This is an optimization exercise on Yosys and OpenROAD, whose aim is a short achievable clock period and few clock cycles, not a production implementation. Function was checked by simulation only, so behaviour that the tests miss may differ from the original. Power figures rest on the tool's default switching activity, not on a simulated workload.

==> flow/flow/run.sh <==
#!/bin/bash
# The standard synthesis, then the standard layout steps with timing repair aimed well
# below the clock period, free cell swaps in repair, no gate cloning (its clones were
# left with slow slews), and plain buffers on the ports.
set -euo pipefail
here=$(pwd)
bash standard.sh synth > make_synth.log 2>&1
bash standard.sh MATCH_CELL_FOOTPRINT=0 SETUP_SLACK_MARGIN=6 SKIP_GATE_CLONING=1 \
	PRE_GLOBAL_PLACE_TCL=$here/flow/pre_global_place.tcl finish > make_finish.log 2>&1
==> flow/flow/pre_global_place.tcl <==
# Port buffers: keep buffer_ports off the delay cells, whose delay sits on every I/O path.
set_dont_use [get_lib_cells {sky130_fd_sc_hd__clkdlybuf4s* sky130_fd_sc_hd__dlygate4sd* sky130_fd_sc_hd__dlymetal6s*}]
==> flow/standard.sh <==
#!/bin/bash
# synth_recipe.tcl (not shown) runs the flow's synth.tcl, then flattens the netlist and writes it again
# the make line also repeats each setting of config.mk as NAME=value (left out here)
make -C /OpenROAD-flow-scripts/flow DESIGN_CONFIG=/design/flow/config.mk WORK_HOME=/design/flow/orfs CLKGATE_MAP_FILE= SYNTH_SCRIPT=/design/flow/synth_recipe.tcl "${@:-finish}"
==> flow/config.mk <==
export PLATFORM = sky130hd
export DESIGN_NAME = cpu_top
export DESIGN_NICKNAME = cpu_top
export VERILOG_FILES = /design/flow/design.v
export SDC_FILE = /design/flow/constraint.sdc
export NUM_CORES = 4
export LEC_CHECK = 0
export ABC_CLOCK_PERIOD_IN_PS = 3000
export CAP_MARGIN = 20
export CORE_MARGIN = 2
export CORE_UTILIZATION = 40
export PLACE_DENSITY = 0.6
export SLEW_MARGIN = 20
export TNS_END_PERCENT = 100
==> flow/constraint.sdc <==
create_clock -name core_clock -period 10.0 [get_ports {clk}]
set_input_delay 2.0000 -clock core_clock [delete_from_list [all_inputs] [get_ports {clk}]]
set_output_delay 2.0000 -clock core_clock [all_outputs]
set_load 0.01 [all_outputs]
==> flow/design.v <==
`timescale 1ns/1ps
module alu (
	input  logic [2:0]  op,
	input  logic [31:0] a,
	input  logic [31:0] b,
	output logic [31:0] result
);
	localparam logic [2:0] ALU_ADD = 3'd0;
	localparam logic [2:0] ALU_SUB = 3'd1;
	localparam logic [2:0] ALU_AND = 3'd2;
	localparam logic [2:0] ALU_OR  = 3'd3;
	localparam logic [2:0] ALU_SHR = 3'd4;
	localparam logic [2:0] ALU_SHL = 3'd5;
	localparam logic [2:0] ALU_NEG = 3'd6;
	localparam logic [2:0] ALU_NOT = 3'd7;
	logic [4:0] shamt;
	assign shamt = b[4:0];
	always_comb begin
		case (op)
			ALU_ADD: result = a + b;
			ALU_SUB: result = a - b;
			ALU_AND: result = a & b;
			ALU_OR:  result = a | b;
			ALU_SHR: result = a >> shamt;
			ALU_SHL: result = a << shamt;
			ALU_NEG: result = -a;
			default: result = ~a;
		endcase
	end
endmodule
`timescale 1ns/1ps
module register_file (
	input  logic        clk,
	input  logic        reset_n,
	input  logic [3:0]  ra_idx,
	input  logic [3:0]  rb_idx,
	input  logic [3:0]  rc_idx,
	input  logic        write_en,
	input  logic [3:0]  write_idx,
	input  logic [31:0] write_data,
	output logic [31:0] ra_val,
	output logic [31:0] rb_val,
	output logic [31:0] rc_val,
	output logic [15:0] zero,
	output logic [15:0] neg
);
	logic [31:0] regs [16];
	always_ff @(posedge clk) begin
		if (!reset_n) begin
			for (int i = 0; i < 16; i++) begin
				regs[i] <= '0;
			end
		end else if (write_en) begin
			regs[write_idx] <= write_data;
		end
	end
	always_comb begin
		for (int i = 0; i < 16; i++) begin
			zero[i] = (regs[i] == '0);
			neg[i]  = regs[i][31];
		end
	end
	assign ra_val = regs[ra_idx];
	assign rb_val = regs[rb_idx];
	assign rc_val = regs[rc_idx];
endmodule
`timescale 1ns/1ps
module cpu_top (
	input  logic        clk,
	input  logic        reset_n,
	input  logic        mem_ack,
	input  logic [31:0] mem_rdata,
	output logic        mem_req,
	output logic        mem_we,
	output logic [31:0] mem_addr,
	output logic [31:0] mem_wdata,
	output logic        halted
);
	localparam logic [4:0] OP_LD   = 5'b00000;
	localparam logic [4:0] OP_LDI  = 5'b00001;
	localparam logic [4:0] OP_ST   = 5'b00010;
	localparam logic [4:0] OP_ADD  = 5'b00011;
	localparam logic [4:0] OP_SUB  = 5'b00100;
	localparam logic [4:0] OP_SHR  = 5'b00101;
	localparam logic [4:0] OP_SHL  = 5'b00110;
	localparam logic [4:0] OP_AND  = 5'b01001;
	localparam logic [4:0] OP_OR   = 5'b01010;
	localparam logic [4:0] OP_ANDI = 5'b01100;
	localparam logic [4:0] OP_ORI  = 5'b01101;
	localparam logic [4:0] OP_NEG  = 5'b10000;
	localparam logic [4:0] OP_NOT  = 5'b10001;
	localparam logic [4:0] OP_BR   = 5'b10010;
	localparam logic [4:0] OP_HALT = 5'b11010;
	localparam logic [2:0] ALU_ADD = 3'd0;
	localparam logic [2:0] ALU_SUB = 3'd1;
	localparam logic [2:0] ALU_AND = 3'd2;
	localparam logic [2:0] ALU_OR  = 3'd3;
	localparam logic [2:0] ALU_SHR = 3'd4;
	localparam logic [2:0] ALU_SHL = 3'd5;
	localparam logic [2:0] ALU_NEG = 3'd6;
	localparam logic [2:0] ALU_NOT = 3'd7;
	logic        boot;       
	logic        pend;       
	logic        issued;     
	logic        phase;      
	logic        ea_step;    
	logic        ea_st;
	logic        ld_pend;    
	logic [31:0] addr_q;
	logic        we_q;
	logic [31:0] wdata_q;
	logic [31:0] npc;        
	logic        halted_q;
	logic        our_ack;
	logic        fetch_ack;
	logic        data_ack;
	logic [4:0]  op;
	logic [3:0]  ra, rb, rc;
	logic [1:0]  c2;
	logic [31:0] imm;
	logic        is_ld, is_st, is_br, is_halt, is_ifm, is_alu;
	logic [2:0]  alu_sel;
	logic [31:0] rav, rbv, rcv, base;
	logic [15:0] rz, rn;
	logic        ra_z, ra_n, cond;
	logic [31:0] pc1, target;
	logic        ex;
	logic [2:0]  ex_op;
	logic [31:0] ex_a, ex_b;
	logic [31:0] ex_res;
	logic [31:0] ea;
	logic [3:0]  wdst;       
	logic        wb;         
	logic [31:0] wb_data;
	logic        rf_we;
	logic [31:0] rf_wdata;
	assign mem_req   = pend && !mem_ack;
	assign mem_we    = we_q;
	assign mem_addr  = addr_q;
	assign mem_wdata = wdata_q;
	assign halted    = halted_q;
	assign our_ack   = mem_ack && issued;
	assign fetch_ack = our_ack && !phase;
	assign data_ack  = our_ack && phase;
	assign op  = mem_rdata[31:27];
	assign ra  = mem_rdata[26:23];
	assign rb  = mem_rdata[22:19];
	assign rc  = mem_rdata[18:15];
	assign c2  = mem_rdata[20:19];
	assign imm = {{13{mem_rdata[18]}}, mem_rdata[18:0]};
	assign is_ld   = (op == OP_LD);
	assign is_st   = (op == OP_ST);
	assign is_br   = (op == OP_BR);
	assign is_halt = (op == OP_HALT);
	assign is_ifm  = (op == OP_LDI) || (op == OP_ANDI) || (op == OP_ORI) || is_ld || is_st;
	always_comb begin
		is_alu  = 1'b1;
		alu_sel = ALU_ADD;
		case (op)
			OP_LDI, OP_ADD:  alu_sel = ALU_ADD;
			OP_SUB:          alu_sel = ALU_SUB;
			OP_AND, OP_ANDI: alu_sel = ALU_AND;
			OP_OR, OP_ORI:   alu_sel = ALU_OR;
			OP_SHR:          alu_sel = ALU_SHR;
			OP_SHL:          alu_sel = ALU_SHL;
			OP_NEG:          alu_sel = ALU_NEG;
			OP_NOT:          alu_sel = ALU_NOT;
			default:         is_alu = 1'b0;
		endcase
	end
	register_file u_register_file (
		.clk        (clk),
		.reset_n    (reset_n),
		.ra_idx     (ra),
		.rb_idx     (rb),
		.rc_idx     (rc),
		.write_en   (rf_we),
		.write_idx  (wdst),
		.write_data (rf_wdata),
		.ra_val     (rav),
		.rb_val     (rbv),
		.rc_val     (rcv),
		.zero       (rz),
		.neg        (rn)
	);
	assign base = (rb == 4'd0) ? 32'd0 : rbv;
	assign pc1    = addr_q + 32'd1;
	assign target = pc1 + imm;
	assign ra_z = rz[ra];
	assign ra_n = rn[ra];
	always_comb begin
		case (c2)
			2'd0:    cond = ra_z;
			2'd1:    cond = !ra_z;
			2'd2:    cond = !ra_n && !ra_z;
			default: cond = ra_n;
		endcase
	end
	alu u_alu (
		.op     (ex_op),
		.a      (ex_a),
		.b      (ex_b),
		.result (ex_res)
	);
	assign ea = ex_a + ex_b;  
	assign rf_we    = ex || wb;
	assign rf_wdata = wb ? wb_data : ex_res;
	always_ff @(posedge clk) begin
		if (!reset_n) begin
			boot     <= 1'b1;
			pend     <= 1'b0;
			issued   <= 1'b0;
			phase    <= 1'b0;
			ea_step  <= 1'b0;
			ld_pend  <= 1'b0;
			addr_q   <= 32'd0;
			we_q     <= 1'b0;
			halted_q <= 1'b0;
			ex       <= 1'b0;
			wb       <= 1'b0;
		end else begin
			boot    <= 1'b0;
			ex      <= fetch_ack && is_alu;
			wb      <= data_ack && ld_pend;
			ea_step <= fetch_ack && (is_ld || is_st);
			if (boot) begin
				pend <= 1'b1;
			end
			if (mem_req) begin
				issued <= 1'b1;
			end
			if (fetch_ack) begin
				issued <= 1'b0;
				if (is_ld || is_st) begin
					pend    <= 1'b0;
					ea_st   <= is_st;
					ld_pend <= is_ld;
					npc     <= pc1;
				end else if (is_halt) begin
					pend     <= 1'b0;
					halted_q <= 1'b1;
				end else begin
					addr_q <= (is_br && cond) ? target : pc1;
				end
			end
			if (ea_step) begin
				addr_q <= ea;
				we_q   <= ea_st;
				phase  <= 1'b1;
				pend   <= 1'b1;
			end
			if (data_ack) begin
				issued <= 1'b0;
				addr_q <= npc;
				we_q   <= 1'b0;
				phase  <= 1'b0;
			end
		end
	end
	always_ff @(posedge clk) begin
		ex_op   <= alu_sel;
		ex_a    <= is_ifm ? base : rbv;
		ex_b    <= is_ifm ? imm : rcv;
		wb_data <= mem_rdata;
	end
	always_ff @(posedge clk) begin
		if (fetch_ack) begin
			wdst    <= ra;
			wdata_q <= rav;
		end
	end
endmodule
==> results of run 1 <==
power by group through the flow:
| stage | clock, mW | combinational (mW) | sequential, mW |
|---|---|---|---|
| 2_1_floorplan | 0 | 1.75 | 3.51 |
| 3_3_place_gp | 0 | 2.52 | 3.64 |
| 3_5_place_dp | 0 | 2.52 | 3.64 |
| 4_1_cts | 3.12 | 2.70 | 3.57 |
| 5_1_grt | 3.24 | 3.07 | 3.59 |
| 6_report | 3.10 | 2.95 | 3.59 |
flip-flops by register name, indices dropped and copies added (netlist names), 3 cells and up:
name	cells
u_register_file.regs	512
addr_q	32
ex_a	32
ex_b	32
npc	32
wb_data	32
wdata_q	32
wdst	4
ex_op	3
worst register-to-register path, stage by stage (launching register included):
cell      delay [ns]
dfxtp_1         0.54
and4_1          0.33
nand4_1         0.16
nor2_2          0.19
nand3_1         0.18
or2_2           0.39
nor2_1          0.17
xor2_1          0.40
ha_1            0.30
o21ai_0         0.15
or3_1           0.33
a211oi_1        0.29
o31ai_2         0.13
xor2_1          0.15
a211oi_1        0.22
what timing repair did:
item                                    CTS  global route
endpoints found under the hold margin     0             0
pin swaps                                55            34
gates resized for setup                 332           152
setup endpoints to repair              1167           760
setup buffers                            67            43
through the flow:
stage / util (%) / worst slack, ns / power, mW
floorplan: - / 5.61 / 5.26
global placement: 41.7 / 3.25 / 6.15
detailed placement: 41.7 / 3.19 / 6.16
CTS: 45.4 / 5.70 / 9.39
global route: 46.3 / 5.65 / 9.90
finish: 46.3 / 5.70 / 9.64
placed cells by master, fill, tap and decap left out, drive strengths merged, types with 23 or more instances in the layout:
cell type and count:
nor2 625, edfxtp 581, mux4 521, a21oi 285, buf 260, nand2 232
clkbuf 146, o21ai 145, dfxtp 141, ha 140, nor4 127, inv 123
xnor2 91, mux2i 80, nor3 77, nand3 73, a211oi 66, nor2b 55
nand4 45, a21o 43, nor3b 39, a221oi 28, o211ai 27, mux2 27
or3 26, xor2 25, clkinv 25, a22oi 23
routing by layer:
layer  vias to the layer above  part of all wire, %  track usage (%)
met5                         -                0.029                0
met2                      3230                   43             45.4
met3                       490                   13             8.02
met1                     20900                   37             41.5
li1                      16900                    -                -
met4                         8                  5.6             13.8
worst max path at each step:
stage | cells after the start | endpoint | startpoint
after floorplan | 10 | addr_q[26] | mem_rdata[23]
after global placement | 12 | addr_q[26] | mem_rdata[23]
after detailed placement | 12 | addr_q[26] | mem_rdata[23]
after CTS | 3 | mem_req | mem_ack
after global routing | 15 | addr_q[26] | mem_rdata[23]
final | 3 | mem_req | mem_ack
logic make-up after synthesis:
logic type / count (synthesis) / share of synthesized area (%)
flops: 722 / 40.5
mux: 628 / 25.7
fa+ha+maj: 143 / 3.62
compound gates: 825 / 10.8
simple gates: 1404 / 13.3
xor+xnor: 116 / 2.03
buf+inv: 496 / 4.01
Yosys cell counts (18+ instances only):
| master | number |
|---|---|
| edfxtp_1 | 581 |
| ha_1 | 140 |
| a211oi_1 | 64 |
| xnor2_1 | 91 |
| buf_1 | 62 |
| buf_4 | 19 |
| a21oi_1 | 284 |
| nor3_1 | 72 |
| or3_1 | 25 |
| o31ai_1 | 18 |
| nor2_1 | 624 |
| inv_1 | 117 |
| o211ai_1 | 27 |
| nor4_1 | 125 |
| mux4_2 | 521 |
| xor2_1 | 25 |
| nand2b_1 | 21 |
| nand4_1 | 45 |
| and3_1 | 21 |
| nor3b_1 | 38 |
| clkbuf_1 | 247 |
| o21ai_0 | 137 |
| nand3_1 | 73 |
| dfxtp_1 | 141 |
| a22oi_1 | 20 |
| mux2i_1 | 79 |
| a21o_1 | 43 |
| o22ai_1 | 18 |
| nand2_1 | 231 |
| a221oi_1 | 28 |
| buf_2 | 41 |
| mux2_2 | 27 |
| nor2b_1 | 55 |
| o21a_1 | 21 |
cell type report:
cell class	count	area, sq um
inverters	124	488
clock buffers	108	2290
fillers	11200	66500
well taps	1637	2050
flip-flops and latches	722	20400
clock inverters	43	415
multi-input cells	3116	29200
repair buffers	299	2490
==> flow_summary.toml, run 1 <==
[power]
p_per_area_nw_per_um2 = 168
clockPowerShare_pct = 32.2
vdd_ir_drop_max_v = 0.000117
combPwrFrac_pct = 30.6
seqPwrFrac_pct = 37.2
swShare_pct = 35.1
switchingPower_mw = 3.39
intPower_mw = 6.25
leakage_nw = 19.9

[sta]
tightest_slew_ns = 1.32
setup_tns_ns = 0
hold_ws_ns = 0.470
finalHoldViolations = 0
fmax_mhz = 233
finClkSkew_ns = 0.0204
setup-violations-final = 0
rsz0062_at_grt = "yes"
min_period_over_period_pct = 43.0
min_period_ns = 4.30
relSlewSlack_pct = 11.1
slew_viol_final = 0

[worst_setup_path]
ff2ff_path_depth = 14
crit_chain = "buf_8 -> nor2b_4 -> buf_6"
required_ns = 8.00
r2r-end = "addr_q[31]"
slowest_delay_ns = 0.10
path_max_fanout = 2
slowest_stage = "buf_8"
cp-end-kind = "primary output"
r2r_slack_ns = 6.00
startpoint_type = "input pin"
path_buf_inv = 2
critPathTopFamily = "buffers and inverters"
worstReg2RegStart = "addr_q[11]"
crit_arrival_ns = 2.30
crit_type = "input pin to primary output"

[finish]
post_route_cells_drive_above_1_share_pct = 26.2
final_area_sq_um = 57300
layout.cells.non_filler = 6049
diodes = 0
area_growth_syn_to_layout_pct = 14.6
fin_nets = 4524

[logic_synthesis]
synth_area_per_cell_sq_um = 11.5
synth_area_sq_um = 50000
synth-seq-cells = 722
syn-num-nets = 4512
synth_edf_count = 581
netlist-cell-type-count = 98
yosysWarningCount = 3
synth.area.top_cells = "edfxtp_1 35%, mux4_2 23%, dfxtp_1 5.6%, nor2_1 4.7%, ha_1 3.5%"
yosysSeqAreaShare_pct = 40.5
synth_top_flop_cell = "edfxtp_1"
netlist_instances = 4334
synth_area_leader_cell = "edfxtp_1"
synth_top_area_share_pct = 34.9
synthArstFlopShare_pct = 0

[worst_hold_path]
hold_start = "halted_q"
hold_class = "flip-flop to flip-flop"
min_path_cells = 2
whs_endpoint = "halted_q"

[placement]
dpl_cell_area_sq_um = 51600
portBuffers = 101
hpwl_um = 142000
dp_cells = 5787
gp_congestion = 0.996

[floorplanning]
row_count = 129
die_x_um = 358
core_area_sq_um = 124000
die_y_um = 358
fp.dieArea_sq_um = 128000
io_pins = 102
start_util_pct = 40.4

[cts]
h-tree-depth = 3
clk_pin_slew_worst_paths_ns = 0.06
clock-root-buffer = "clkbuf_16"
cts_sinks = 722
clk_path_buf_depth = 3
holdBufCountCts = 0
cts_tree = "yes"
cts_buffers = 83
clkLatencyLatePin_ns = 0.66

[route]
dr.first_iter.drc_count = 6737
drtPass1Iterations = 8
vias_per_cell = 6.87
drcViolationCount = 0
drt-total-wl_um = 199000
wl_per_cell_um = 33.0
postRouteAntennaNets = 0
via_count = 41500

[global_route]
grt_pass1_vias = 39300
gr-usage-all-layers_pct = 30.4
grt-ovfl-total = 0
grt_start_max_net_pins = 64
antenna_found_initial = 9
grt_pass1_wl_um = 283000

[run_status]
outcome = "complete, no violations"

[job]
maxCapViolCount = 0
Testbench counts, summed over its fixed seeds: cycles 47,634.
==> run 2: changes to the inputs <==
--- a/flow/design.v
+++ b/flow/design.v
@@ -188,2 +188,12 @@
 	assign target = pc1 + imm;
+	logic        sel_ab, sel_tg, sel_pc, sel_ex, sel_np, addr_load;
+	logic [31:0] addr_next;
+	assign sel_ab    = fetch_ack && (is_ld || is_st) && (rb == 4'd0);
+	assign sel_tg    = fetch_ack && is_br && cond;
+	assign sel_pc    = fetch_ack && !is_ld && !is_st && !is_halt && !(is_br && cond);
+	assign sel_ex    = ea_step;
+	assign sel_np    = data_ack;
+	assign addr_load = sel_ab || sel_tg || sel_pc || sel_ex || sel_np;
+	assign addr_next = ({32{sel_ab}} & imm) | ({32{sel_tg}} & target) | ({32{sel_pc}} & pc1) |
+	                   ({32{sel_ex}} & ea) | ({32{sel_np}} & npc);
 	assign ra_z = rz[ra];
@@ -221,2 +231,5 @@
 		end else begin
+			if (addr_load) begin
+				addr_q <= addr_next;
+			end
 			boot    <= 1'b0;
@@ -224,3 +237,3 @@
 			wb      <= data_ack && ld_pend;
-			ea_step <= fetch_ack && (is_ld || is_st);
+			ea_step <= fetch_ack && (is_ld || is_st) && (rb != 4'd0);
 			if (boot) begin
@@ -234,3 +247,8 @@
 				if (is_ld || is_st) begin
-					pend    <= 1'b0;
+					if (rb == 4'd0) begin
+						we_q   <= is_st;
+						phase  <= 1'b1;
+					end else begin
+						pend   <= 1'b0;
+					end
 					ea_st   <= is_st;
@@ -241,4 +259,2 @@
 					halted_q <= 1'b1;
-				end else begin
-					addr_q <= (is_br && cond) ? target : pc1;
 				end
@@ -246,3 +262,2 @@
 			if (ea_step) begin
-				addr_q <= ea;
 				we_q   <= ea_st;
@@ -253,3 +268,2 @@
 				issued <= 1'b0;
-				addr_q <= npc;
 				we_q   <= 1'b0;
==> run 2 against run 1 <==
Global-route usage increased by 1.5 points; core utilization increased by 0.58 points; clock-buffer cell count down 4; register-to-register slack worse by 0.10 ns; worst hold slack better by 0.021 ns; synthesized cell count shrank 1.5%.
==> flow_summary.toml, run 2 <==
[route]
drtPass1Iterations = 6
vias_per_cell = 6.93
drcViolationCount = 0
postRouteAntennaNets = 0
wl_per_cell_um = 34.4
dr.first_iter.drc_count = 7701
top_layer = "met5"
wl_met2_um = 88200
drt-total-wl_um = 208000
wl_met3_um = 29900
via_count = 41900
wl_met1_um = 76900

[cts]
clkLatencyLatePin_ns = 0.69
cts_buffers = 81
holdBufCountCts = 0
cts_sinks = 722
cts_tree = "yes"
h-tree-depth = 3
clk_path_buf_depth = 3
clk_pin_slew_worst_paths_ns = 0.06
clock-root-buffer = "clkbuf_16"

[worst_setup_path]
cp-end-kind = "primary output"
crit_arrival_ns = 2.29
crit_type = "input pin to primary output"
startpoint_type = "input pin"
r2r_slack_ns = 5.90
path_max_fanout = 2
required_ns = 8.00

[logic_synthesis]
yosysSeqAreaShare_pct = 40.9
synth_area_per_cell_sq_um = 11.6
synth.area.top_cells = "edfxtp_1 35%, mux4_2 23%, dfxtp_1 5.7%, nor2_1 5.6%, ha_1 3.5%"
synthArstFlopShare_pct = 0
synth_top_flop_cell = "edfxtp_1"
synth_top_area_share_pct = 35.2
yosysWarningCount = 3
synth_area_sq_um = 49500
synth-seq-cells = 722
syn-num-nets = 4448
synthTopCellsByCount = "736 x nor2_1, 581 x edfxtp_1, 506 x mux4_2"
synth_most_common_cell = "nor2_1"
synth_area_leader_cell = "edfxtp_1"
netlist-cell-type-count = 111
netlist_instances = 4271
synth_edf_count = 581

[power]
p_per_area_nw_per_um2 = 171
switchingPower_mw = 3.57
seqPwrFrac_pct = 36.2
combPwrFrac_pct = 32.6
intPower_mw = 6.30
clockPowerShare_pct = 31.2
swShare_pct = 36.2
leakage_nw = 20.0
vdd_ir_drop_max_v = 0.000147

[finish]
fin_util_pct = 46.9
final_common_cell = "nor2_1"
area_growth_syn_to_layout_pct = 16.7
largest_register_ffs = 512
post_route_cells_drive_above_1_share_pct = 28.4
layout.cells.non_filler = 6045
mostFrequentLayoutCells = "720 x nor2_1, 581 x edfxtp_1, 506 x mux4_2"
largest_register = "u_register_file.regs"
fin_nets = 4515

[floorplanning]
start_util_pct = 40.1
fp.dieArea_sq_um = 127000
row_count = 129
die_x_um = 356
die_y_um = 356
io_pins = 102
core_area_sq_um = 123000

[worst_hold_path]
hold_class = "flip-flop to flip-flop"

[sta]
setup_tns_ns = 0
hold_ws_ns = 0.491
setup-violations-final = 0
finClkSkew_ns = 0.0356
worst_slack_ns = 5.71
finalHoldViolations = 0
relSlewSlack_pct = 8.39
min_period_over_period_pct = 42.9
fmax_mhz = 233
slew_viol_final = 0
rsz0062_at_grt = "yes"
tightest_slew_ns = 1.36
min_period_ns = 4.29

[placement]
dp_cells = 5743
place_ws_ns = 3.33
hpwl_um = 146000
gp_congestion = 1.00
portBuffers = 101

[global_route]
grt_pass1_vias = 38800
grt_pass1_wl_um = 292000
grt_start_max_net_pins = 91
antenna_found_initial = 18
gr-usage-all-layers_pct = 31.8
grt-ovfl-total = 0

[run_status]
outcome = "complete, no violations"

[job]
maxCapViolCount = 0
==> run 2: changes by cell type after synthesis, sizes merged, moves of 18 or more <==
cell	before	now
o31ai	18	36
a221o	5	25
a222oi	2	21
a211oi	66	26
a21oi	285	232
mux2	27	47
nor3b	39	1
nor2	625	746
==> run 2: cell families (layout without fill, tap and decap cells) <==
kind of cell	Yosys count	after routing	share of synthesized area [%]
fa+ha+maj	142	142	3.63
other cells	0	5	0
mux	620	620	25.4
simple gates	1425	1425	13.1
buf+inv	487	619	4.13
compound gates	754	754	10.6
flops	722	722	40.9
xor+xnor	121	121	2.14
==> run 2: layout make-up <==
type,count,area (sq um)
diodes,5,12.5
clock buffers,104,2160
clock inverters,44,519
fillers,11100,65500
inverters,123,480
multi-input cells,3062,29100
flip-flops and latches,722,20300
well taps,1637,2050
repair buffers,348,3120
==> run 2: routing by layer <==
layer / global-route usage (%) / up-vias
li1: - / 16800
met3: 9.94 / 585
met5: 0 / -
met4: 15.2 / 26
met2: 46.1 / 3471
met1: 43.5 / 21000
==> run 2: power by group through the flow <==
stage | Combinational, mW | Sequential [mW] | Clock, mW
after global routing | 3.30 | 3.57 | 3.21
after global placement | 2.64 | 3.63 | 0
final | 3.22 | 3.57 | 3.08
after CTS | 2.95 | 3.56 | 3.09
after detailed placement | 2.64 | 3.63 | 0
after floorplan | 1.77 | 3.51 | 0
==> run 2: repair_timing <==
| action | 4_1_cts | 5_1_grt |
|---|---|---|
| setup buffers | 97 | 51 |
| resized for setup | 425 | 158 |
| pin swaps | 75 | 63 |
| setup endpoints to repair | 1140 | 890 |
==> run 2: final timing paths <==
| check | start | endpoint | cells after the start |
|---|---|---|---|
| max | mem_ack | mem_req | 3 |
| min | halted_q | halted_q | 2 |
| max reg2reg | u_register_file.regs[11][29] | addr_q[22] | 13 |
| min reg2reg | halted_q | halted_q | 2 |
==> run 2: critical path, cell delays in order <==
cell and delay, ns:
buf_8 0.10, nor2b_4 0.10, buf_6 0.10
==> run 2: stage by stage <==
step / total power [mW] / instance area, sq um
after global routing: 10.1 / 57800
after floorplan: 5.27 / 49700
after global placement: 6.27 / 51100
final: 9.87 / 57800
after detailed placement: 6.26 / 51100
after CTS: 9.59 / 56500
Testbench counts of run 2, summed over its fixed seeds: cycles 47,440.
==> run 3: changes to the inputs <==
--- a/flow/design.v
+++ b/flow/design.v
@@ -43,2 +43,7 @@
 	output logic [31:0] rc_val,
+	input  logic [7:0]  disp,        
+	output logic [7:0]  rb_lo,       
+	output logic        rb_c,        
+	output logic [23:0] rb_hi_p,     
+	output logic [23:0] rb_hi_m,     
 	output logic [15:0] zero,
@@ -62,2 +67,16 @@
 	end
+	logic [8:0] lo [16];
+	always_comb begin
+		rb_lo   = '0;
+		rb_c    = 1'b0;
+		rb_hi_p = '0;
+		rb_hi_m = '0;
+		for (int i = 0; i < 16; i++) begin
+			lo[i]   = {1'b0, regs[i][7:0]} + {1'b0, disp};
+			rb_lo   = rb_lo | (lo[i][7:0] & {8{rb_idx == 4'(i)}});
+			rb_c    = rb_c | (lo[i][8] & (rb_idx == 4'(i)));
+			rb_hi_p = rb_hi_p | ((regs[i][31:8] + 24'd1) & {24{rb_idx == 4'(i)}});
+			rb_hi_m = rb_hi_m | ((regs[i][31:8] - 24'd1) & {24{rb_idx == 4'(i)}});
+		end
+	end
 	assign ra_val = regs[ra_idx];
@@ -106,2 +125,3 @@
 	logic        ea_step;    
+	logic        cnear;      
 	logic        ea_st;
@@ -138,3 +158,3 @@
 	assign mem_we    = we_q;
-	assign mem_addr  = addr_q;
+	assign mem_addr  = {cnear ? near_hc : addr_q[31:8], addr_q[7:0]};
 	assign mem_wdata = wdata_q;
@@ -182,2 +202,7 @@
 		.rc_val     (rcv),
+		.disp       (mem_rdata[7:0]),
+		.rb_lo      (rb_lo),
+		.rb_c       (rb_c),
+		.rb_hi_p    (rb_hi_p),
+		.rb_hi_m    (rb_hi_m),
 		.zero       (rz),
@@ -188,5 +213,14 @@
 	assign target = pc1 + imm;
-	logic        sel_ab, sel_tg, sel_pc, sel_ex, sel_np, addr_load;
+	logic        imm_small;
+	logic [7:0]  rb_lo;
+	logic        rb_c;
+	logic [23:0] rb_hi_p, rb_hi_m, near_hn;
+	logic [23:0] near_hc;
+	assign imm_small = (mem_rdata[18:8] == 11'd0) || (mem_rdata[18:8] == 11'h7ff);
+	assign near_hn   = mem_rdata[18] ? rb_hi_m : base[31:8];
+	logic        sel_ab, sel_nr, sel_hc, sel_tg, sel_pc, sel_ex, sel_np, addr_load;
 	logic [31:0] addr_next;
 	assign sel_ab    = fetch_ack && (is_ld || is_st) && (rb == 4'd0);
+	assign sel_nr    = fetch_ack && (is_ld || is_st) && (rb != 4'd0) && imm_small;
+	assign sel_hc    = cnear;
 	assign sel_tg    = fetch_ack && is_br && cond;
@@ -195,4 +229,6 @@
 	assign sel_np    = data_ack;
-	assign addr_load = sel_ab || sel_tg || sel_pc || sel_ex || sel_np;
-	assign addr_next = ({32{sel_ab}} & imm) | ({32{sel_tg}} & target) | ({32{sel_pc}} & pc1) |
+	assign addr_load = sel_ab || sel_nr || sel_hc || sel_tg || sel_pc || sel_ex || sel_np;
+	assign addr_next = ({32{sel_ab}} & imm) | ({32{sel_nr}} & {near_hn, rb_lo}) |
+	                   ({32{sel_hc}} & {near_hc, addr_q[7:0]}) |
+	                   ({32{sel_tg}} & target) | ({32{sel_pc}} & pc1) |
 	                   ({32{sel_ex}} & ea) | ({32{sel_np}} & npc);
@@ -224,2 +260,3 @@
 			ea_step  <= 1'b0;
+			cnear    <= 1'b0;
 			ld_pend  <= 1'b0;
@@ -237,3 +274,4 @@
 			wb      <= data_ack && ld_pend;
-			ea_step <= fetch_ack && (is_ld || is_st) && (rb != 4'd0);
+			ea_step <= fetch_ack && (is_ld || is_st) && (rb != 4'd0) && !imm_small;
+			cnear   <= sel_nr && rb_c;
 			if (boot) begin
@@ -247,3 +285,3 @@
 				if (is_ld || is_st) begin
-					if (rb == 4'd0) begin
+					if (rb == 4'd0 || imm_small) begin
 						we_q   <= is_st;
@@ -276,2 +314,3 @@
 		ex_a    <= is_ifm ? base : rbv;
+		near_hc <= mem_rdata[18] ? base[31:8] : rb_hi_p;
 		ex_b    <= is_ifm ? imm : rcv;
==> run 3 against run 2 <==
Clock skew up 0.0034 ns; register-to-register slack worse by 0.34 ns; clock power rose by 16%; worst setup slack worse by 0.15 ns; clock-buffer cell count is 2 lower; final area up 59%; still clean; sequential share of layout area fell by 12 points; highest routed layer unchanged; critical endpoint is now near_hc[23]; flip-flop and latch count is 25 higher; largest power group is now combinational cells; core utilization grew 2.9 points; non-clock buffer count increased by 709; die area up 49%; critical path depth grew 6.
==> flow_summary.toml, run 3 <==
[route]
drt-total-wl_um = 560000
drcViolationCount = 0
wl_met2_um = 220000
vias_per_cell = 7.70
wl_per_cell_um = 50.7
top_layer = "met5"
via_count = 85100
postRouteAntennaNets = 0
wl_met3_um = 87800
drtPass1Iterations = 10
wl_met1_um = 181000
dr.first_iter.drc_count = 16400

[worst_setup_path]
cp-end-kind = "flip-flop"
crit_arrival_ns = 5.09
crit_type = "flip-flop to flip-flop"
r2r_slack_ns = 5.56
crit_chain = "buf_1 -> nand3_1 -> nor2_1 -> buf_1 -> nand2_1 -> nor3_1 -> mux2i_1 -> nor3_1 -> a32oi_1"
worstReg2RegStart = "u_register_file.regs[4][12]"
endpoint = "near_hc[23]"
r2r-end = "near_hc[23]"
startpoint = "u_register_file.regs[4][12]"
startpoint_type = "flip-flop"
slowest_delay_ns = 0.62
ff2ff_path_depth = 9
slowest_stage = "nand3_1"
required_ns = 10.65
path_max_fanout = 4

[logic_synthesis]
yosysSeqAreaShare_pct = 28.0
synth_area_per_cell_sq_um = 9.14
yosysWarningCount = 4
netlist_instances = 8116
synth.area.top_cells = "edfxtp_1 24%, mux4_2 15%, xnor2_1 6.0%, ha_1 5.0%, nor2_1 4.9%"
synth_top_flop_cell = "edfxtp_1"
synth_most_common_cell = "nor2_1"
synth_area_leader_cell = "edfxtp_1"
synth_edf_count = 581
synthTopCellsByCount = "975 x nor2_1, 640 x clkbuf_1, 581 x edfxtp_1"
synth-seq-cells = 747
synth_area_sq_um = 74100
synth_top_area_share_pct = 23.5
syn-num-nets = 8467
synthArstFlopShare_pct = 0
netlist-cell-type-count = 108

[finish]
mostFrequentLayoutCells = "922 x nor2_1, 581 x edfxtp_1, 489 x mux4_2"
largest_register_ffs = 512
multi_input_area_sq_um = 54900
fin_util_pct = 49.8
final_area_sq_um = 92000
layout.cells.non_filler = 11000
regArea_sq_um = 20900
final_common_cell = "nor2_1"
num-fill-cells = 17100
post_route_cells_drive_above_1_share_pct = 27.4
area_growth_syn_to_layout_pct = 24.1
fin_nets = 8787
largest_register = "u_register_file.regs"

[cts]
cts_buffers = 86
clock-root-buffer = "clkbuf_16"
holdBufCountCts = 0
cts_tree = "yes"
clk_pin_slew_worst_paths_ns = 0.07
h-tree-depth = 3
clkLatencyLatePin_ns = 0.79
cts_sinks = 747
clk_path_buf_depth = 3

[global_route]
grt-ovfl-total = 0
gr-usage-all-layers_pct = 57.0
grt_pass1_vias = 77000
grt_start_max_net_pins = 65
antenna_found_initial = 59
grt_pass1_wl_um = 718000

[floorplanning]
die_x_um = 435
die_y_um = 435
io_pins = 102
row_count = 158
core_area_sq_um = 185000
fp.dieArea_sq_um = 189000
start_util_pct = 40.1

[sta]
slew_viol_final = 0
tightest_slew_ns = 1.34
relSlewSlack_pct = 10.3
setup-violations-final = 0
min_period_ns = 4.44
finClkSkew_ns = 0.0390
setup_tns_ns = 0
rsz0062_at_grt = "yes"
fmax_mhz = 225
finalHoldViolations = 0
min_period_over_period_pct = 44.4

[job]
maxCapViolCount = 0

[power]
switchingPower_mw = 5.20
combPwrFrac_pct = 39.6
vdd_ir_drop_max_v = 0.000144
p_per_area_nw_per_um2 = 134
leakage_nw = 31.8
intPower_mw = 7.14
power_mw = 12.3
clockPowerShare_pct = 29.0
seqPwrFrac_pct = 31.4
swShare_pct = 42.1

[placement]
portBuffers = 101
dpl_cell_area_sq_um = 77500
gp_congestion = 1.15
hpwl_um = 405000
dp_cells = 10300

[worst_hold_path]
hold_class = "flip-flop to flip-flop"

[run_status]
outcome = "complete, no violations"
-- run 3: logic make-up (layout without fill, tap and decap cells) --
family | after synthesis | count (layout) | synth area share (%)
adders and majority gates | 316 | 316 | 5.52
AOI/OAI and AO/OA | 1667 | 1667 | 15.1
buffers and inverters | 1054 | 1448 | 5.60
other | 0 | 56 | 0
xor gates and xnor gates | 834 | 834 | 9.85
muxes | 653 | 653 | 17.2
DFF | 747 | 747 | 28.0
and+or+nand+nor | 2845 | 2845 | 18.8
-- run 3: per-layer routing --
layer,vias up,global-route usage (%)
met2,8951,79.3
li1,31200,-
met1,41700,62.9
met5,-,3.89
met4,62,53.1
met3,3141,28.2
-- run 3: repair_timing --
action                     CTS  global route
gates cloned                 0             0
setup buffers              278           230
pin swaps                  140           167
setup endpoints to repair  939           831
gates resized for setup    949           559
-- run 3: final cells by class --
class | count | share of cell area [%]
well taps | 2480 | 3.37
clock buffers | 102 | 2.46
multi-input cells | 6315 | 59.7
flip-flops and latches | 747 | 22.7
inverters | 229 | 0.962
repair buffers | 1057 | 9.77
diodes | 56 | 0.152
clock inverters | 60 | 0.851
-- run 3: worst max-delay path, delay by kind of cell, from the launching register on --
family	cells	cell delay, ns
compound gates	1	0.29
mux	1	0.30
buf+inv	2	0.86
simple gates	5	2.26
flops	1	0.60
-- run 3: how the worst min path moves through the flow --
stage	endpoint	start	cells past startpoint	slack, ns
after detailed placement	wb	ld_pend	1	0.47
final	we_q	ea_st	2	0.47
after CTS	we_q	ea_st	2	0.48
after global routing	wb	ld_pend	1	0.49
after floorplan	ld_pend	ld_pend	2	0.45
after global placement	wb	ld_pend	1	0.46
-- run 3: power by group through the flow --
| stage | clock network (mW) | registers (mW) | logic [mW] |
|---|---|---|---|
| floorplan | 0 | 3.62 | 2.25 |
| global placement | 0 | 3.92 | 3.60 |
| detailed placement | 0 | 3.92 | 3.60 |
| CTS | 3.54 | 3.84 | 4.13 |
| global route | 3.65 | 3.85 | 4.89 |
| finish | 3.58 | 3.87 | 4.89 |
-- run 3: stage by stage --
stage / hold slack, ns / setup WS [ns]
after floorplan: 0.446 / 5.80
after global placement: 0.465 / 3.63
after detailed placement: 0.466 / 3.69
after CTS: 0.477 / 5.63
after global routing: 0.491 / 5.61
final: 0.473 / 5.56
Testbench counts of run 3, summed over its fixed seeds: cycles 45,848.

[what the ideal ports hide]
In the flow no input, the clock included, has a driving cell. The finished layouts below were timed again as built, in two steps. Step 1: set_driving_cell puts a clkbuf_16 on clk and a buf_2 on each other input, an assumption about the parent block. Step 2 moves the port delays by t, midway between the first and last clock arrival at a register: inputs arrive t later, outputs are due t later. That takes back most of the time a late clock gives input paths. Three values: ideal, step 1, step 2; two values: the first two.
run | shift t [ns] | slack for setup (ns) | worst setup path at the end | worst register clock-pin slew, ns | cell pins on the clock port's net
run 1 | 0.730 | 5.703 / 5.657 / 4.945 | input to register | 0.07 / 0.07 | 1
run 2 | 0.746 | 5.705 / 5.593 / 4.847 | input to register | 0.07 / 0.07 | 1
run 3 | 0.863 | 5.556 / 5.525 / 4.920 | input to register | 0.09 / 0.09 | 1
After both steps setup and hold are still met in every run listed. The setup slack of run 2, which loses most, moves by -0.112 ns with the drivers and by -0.858 ns with both steps.
